Context: an optimization exercise on an open-source flow, tuned for small area. The choices shown serve that exercise and are no tape-out recipe.
Only simulation tests tie the RTL to the original design; equivalence was not proved.
No activity file was given, so power comes from the tool's default toggle rates.

## v33
==> flow/design.v <==
module risc_op_issue (
    input  logic        clk,
    input  logic        rst,
    input  logic        instr_valid,
    input  logic [31:0] instr,
    output logic        instr_ready,
    output logic [31:0] alu_x1,
    output logic [31:0] alu_x2,
    output logic [19:0] alu_instr,
    output logic        alu_cin,
    output logic        alu_opcode_4,
    input  logic [31:0] alu_y,
    input  logic        alu_cout,
    output logic        wb_valid,
    output logic [4:0]  wb_rd,
    output logic [31:0] wb_data,
    output logic        illegal,
    input  logic [4:0]  dbg_addr,
    output logic [31:0] dbg_data,
    output logic [31:0] retired
);
    localparam logic [6:0] OPC_OP     = 7'b0110011;
    localparam logic [6:0] OPC_OP_IMM = 7'b0010011;
    logic        exec_q, wb_q, illegal_q;
    logic        idle, take, wb_go;
    logic [19:0] hi_q;         
    logic        op5_q;        
    logic [4:0]  rd_q;         
    logic [31:0] op1_q;        
    logic [31:0] result_q;
    logic [4:0]  wb_rd_q;
    logic [31:1] rf_v_q;
    logic [31:0] rf_q [1:31];
    logic [31:1] rf_we;
    logic [4:0]  addr_a;
    logic [31:1] sel_a, sel_d;
    logic [31:0] port_a, port_d;
    logic        unused_cout;
    assign unused_cout = alu_cout;
    assign idle  = ~(exec_q | wb_q);
    assign take  = idle & instr_valid;
    assign wb_go = exec_q & ~illegal_q;
    always_ff @(posedge clk or posedge rst) begin
        if (rst) begin
            exec_q    <= 1'b0;
            wb_q      <= 1'b0;
            illegal_q <= 1'b0;
        end else begin
            exec_q    <= take;
            wb_q      <= wb_go;
            illegal_q <= take & (instr[6:0] != OPC_OP) & (instr[6:0] != OPC_OP_IMM);
        end
    end
    always_ff @(posedge clk) begin
        hi_q  <= instr[31:12];
        op5_q <= instr[5];
        rd_q  <= instr[11:7];
        op1_q <= port_a;
    end
    always_ff @(posedge clk or posedge rst) begin
        if (rst) begin
            result_q <= '0;
            wb_rd_q  <= '0;
        end else if (wb_go) begin
            result_q <= alu_y;
            wb_rd_q  <= rd_q;
        end
    end
    always_comb begin
        for (int i = 1; i < 32; i++) begin
            rf_we[i] = wb_q & (wb_rd_q == 5'(i));
            sel_a[i] = rf_v_q[i] & (addr_a == 5'(i));
            sel_d[i] = rf_v_q[i] & (dbg_addr == 5'(i));
        end
    end
    always_ff @(posedge clk or posedge rst) begin
        if (rst) begin
            rf_v_q <= '0;
        end else begin
            rf_v_q <= rf_v_q | rf_we;
        end
    end
    always_ff @(posedge clk) begin
        for (int i = 1; i < 32; i++) begin
            if (rf_we[i]) rf_q[i] <= result_q;
        end
    end
    assign addr_a = exec_q ? hi_q[12:8] : instr[19:15];
    logic [32:0]       sel_a_x, sel_d_x;
    logic [32:0][31:0] word;
    logic [10:0][31:0] grp_a_n, grp_d_n;
    always_comb begin
        sel_a_x = '0;
        sel_d_x = '0;
        word    = '0;
        for (int i = 1; i < 32; i++) begin
            sel_a_x[i] = sel_a[i];
            sel_d_x[i] = sel_d[i];
            word[i]    = rf_q[i];
        end
        for (int k = 0; k < 11; k++) begin
            grp_a_n[k] = ~(({32{sel_a_x[3*k]}}   & word[3*k])   |
                           ({32{sel_a_x[3*k+1]}} & word[3*k+1]) |
                           ({32{sel_a_x[3*k+2]}} & word[3*k+2]));
            grp_d_n[k] = ~(({32{sel_d_x[3*k]}}   & word[3*k])   |
                           ({32{sel_d_x[3*k+1]}} & word[3*k+1]) |
                           ({32{sel_d_x[3*k+2]}} & word[3*k+2]));
        end
        port_a = '1;
        port_d = '1;
        for (int k = 0; k < 11; k++) begin
            port_a = port_a & grp_a_n[k];
            port_d = port_d & grp_d_n[k];
        end
        port_a = ~port_a;
        port_d = ~port_d;
    end
    assign instr_ready  = idle;
    assign alu_x1       = {32{exec_q}} & op1_q;
    assign alu_x2       = {32{exec_q}} & port_a;
    assign alu_instr    = {20{exec_q}} & hi_q;
    assign alu_cin      = 1'b0;
    assign alu_opcode_4 = exec_q & op5_q;
    assign illegal      = illegal_q;
    assign wb_valid     = wb_q;
    assign wb_rd        = wb_rd_q;
    assign wb_data      = result_q;
    assign dbg_data     = port_d;
    logic [31:0] retired_q;
    always_ff @(posedge clk or posedge rst) begin
        if (rst) begin
            retired_q <= '0;
        end else begin
            retired_q <= retired_q + {31'd0, wb_q};
        end
    end
    assign retired = retired_q;
endmodule
==> flow/config.mk <==
export PLATFORM = sky130hd
export DESIGN_NAME = risc_op_issue
export DESIGN_NICKNAME = risc_op_issue
export VERILOG_FILES = /design/flow/design.v
export SDC_FILE = /design/flow/constraint.sdc
export NUM_CORES = 4
export LEC_CHECK = 0
export CAP_MARGIN = 10
export CORE_MARGIN = 2
export CORE_UTILIZATION = 55
export PLACE_DENSITY = 0.65
export SLEW_MARGIN = 10
==> flow/constraint.sdc <==
create_clock -name core_clock -period 9.0 [get_ports {clk}]
set_input_delay 1.8000 -clock core_clock [delete_from_list [all_inputs] [get_ports {clk}]]
set_output_delay 1.8000 -clock core_clock [all_outputs]
set_load 0.01 [all_outputs]
standard.sh (not shown) runs the stock make flow with config.mk's settings and CLKGATE_MAP_FILE= SYNTH_SCRIPT=/design/flow/synth_recipe.tcl, a recipe that flattens the netlist after the stock synthesis.
==> flow/flow/run.sh <==
#!/bin/bash
# Own layout flow: the standard ORFS flow (standard.sh) with these changes:
#  - synthesis maps the logic with an area-oriented ABC script (flow/area.script) instead of
#    ORFS's speed script; the rest of synth_recipe.tcl runs unchanged;
#  - port buffers are buf_1 cells;
#  - CTS uses small clock buffers and inserts no dummy loads.
# Each tool's output stays in ORFS's own logs under orfs/logs; make's output goes to make.log.
set -euo pipefail
W=$(pwd)
{
  echo "set ::own_abc_script $W/flow/area.script"
  cat "$W/flow/abc_override.tcl"
  cat "$W/synth_recipe.tcl"
} > "$W/own_synth.tcl"

bash "$W/standard.sh" \
  "SYNTH_SCRIPT=$W/own_synth.tcl" \
  "BUFFER_PORTS_ARGS=-buffer_cell sky130_fd_sc_hd__buf_1" \
  "CTS_ARGS=-sink_clustering_enable -repair_clock_nets -dont_use_dummy_load -buf_list {sky130_fd_sc_hd__clkbuf_4} -sink_clustering_size 10 -sink_clustering_max_diameter 50" \
  finish > "$W/make.log" 2>&1
==> flow/flow/abc_override.tcl <==
# Replace the ABC script that ORFS's synthesis passes to abc (its speed script) with
# ./area.script, an area-oriented mapping. Everything else in synthesis is unchanged, so the
# registers (mapped by dfflibmap before abc) are the standard synthesis's.
proc abc {args} {
  set i [lsearch -exact $args -script]
  if {$i >= 0} {
    set args [lreplace $args [expr {$i + 1}] [expr {$i + 1}] $::own_abc_script]
  }
  yosys abc {*}$args
}
==> flow/flow/area.script <==
&get -n
&st
&nf -a -R 1000
&put
v33 did not stop at any stage, and its layout met the timing, DRC and antenna checks.
What v51 does differently from v33 at the input level:
Settings: a change of SLEW_MARGIN from 10 to 20; a change of CAP_MARGIN from 10 to 20.
-- flow/flow/run.sh --
<<< v33, line 17
  "SYNTH_SCRIPT=$W/own_synth.tcl" \
  "BUFFER_PORTS_ARGS=-buffer_cell sky130_fd_sc_hd__buf_1" \
  "CTS_ARGS=-sink_clustering_enable -repair_clock_nets -dont_use_dummy_load -buf_list {sky130_fd_sc_hd__clkbuf_4} -sink_clustering_size 10 -sink_clustering_max_diameter 50" \
  finish > "$W/make.log" 2>&1
>>> v51, line 17
  "SYNTH_SCRIPT=$W/own_synth.tcl" \
  "BUFFER_PORTS_ARGS=-buffer_cell sky130_fd_sc_hd__buf_1" \
  "CTS_ARGS=-sink_clustering_enable -repair_clock_nets -dont_use_dummy_load -buf_list {sky130_fd_sc_hd__clkbuf_4 sky130_fd_sc_hd__clkbuf_8}" \
  finish > "$W/make.log" 2>&1
Notes after the runs:
Going from v33 to v51, wire length of the first global-routing pass held steady, global routing met2 resource utilization now sits higher, fmax +about 0.46%. Looking at worst clock skew on the final layout, v51 sits 0.023 ns below v33. The lower utilization came out of v33. The run showing the greater met1 usage in global routing is v33. v51 ends up with a sequential fraction of design power that is 7.0 points lower than in v33. v51 -> v33: mean instance size in the synthesized netlist delta 0, exact match. Status: via density per instance parity (v33, v51). v51 against v33; sum of internal, switching and leakage power is up by more than 10%.
What v17 does differently from v51 at the input level:
Settings: PLACE_DENSITY: 0.65 -> 0.5; CORE_UTILIZATION: 55 -> 38.
-- flow/flow/run.sh --
<<< v51, line 17
  "SYNTH_SCRIPT=$W/own_synth.tcl" \
  "BUFFER_PORTS_ARGS=-buffer_cell sky130_fd_sc_hd__buf_1" \
  "CTS_ARGS=-sink_clustering_enable -repair_clock_nets -dont_use_dummy_load -buf_list {sky130_fd_sc_hd__clkbuf_4 sky130_fd_sc_hd__clkbuf_8}" \
  finish > "$W/make.log" 2>&1
>>> v17, line 17
  "SYNTH_SCRIPT=$W/own_synth.tcl" \
  "BUFFER_PORTS_ARGS=-buffer_cell sky130_fd_sc_hd__buf_1" \
  "CTS_ARGS=-sink_clustering_enable -repair_clock_nets -dont_use_dummy_load -buf_list {sky130_fd_sc_hd__clkbuf_4} -sink_clustering_size 10 -sink_clustering_max_diameter 50" \
  finish > "$W/make.log" 2>&1
## What came out
- Of v51 and v17, v51 shows the lower non-clock buffer count, with v17 above it.
- Between v51 and v17, the flow reports final routed wirelength across all metal layers increasing by more than 10%.
- In the tables for v51 and v17, power density relative to cell area reads lower with v17.
- Of the two candidates, v51 has the better die area and v17 the worse one.
- Diff v51 -> v17: area occupied by multi-input gates now sits at about the same level; via count of the routed design now sits lower.

[afterwards: timing with drivers on the ports]
The flow's constraints put no driver on any port. The routed layouts listed below were extracted and timed again, unchanged, in two steps.
Step 1, drivers: a clkbuf_16 drives clk and a buf_2 each remaining input, both assumed.
Step 2 times the ports against the registers' clock, not the clock port: input delays grow and output delays shrink by t, the midpoint of the rising clock arrivals with the driver on.
Slacks: ideal ports / drivers / drivers and shift; pairs: ideal ports / drivers.
run | shift t [ns] | slack for setup (ns) | hold WS [ns] | clock arrival spread, ns
v33 | 1.072 | 1.535 / 1.467 / 1.621 | 0.460 / 0.460 / 0.460 | 0.111 / 0.110
v51 | 0.873 | 1.569 / 1.547 / 1.547 | 0.440 / 0.440 / 0.440 | 0.081 / 0.081
v17 | 1.149 | 0.962 / 0.883 / 1.577 | 0.438 / 0.438 / 0.438 | 0.130 / 0.130
After both steps every run listed still meets setup and hold. For v51, which loses most, drivers alone change the setup slack by -0.022 ns; drivers and shift together by -0.022 ns.
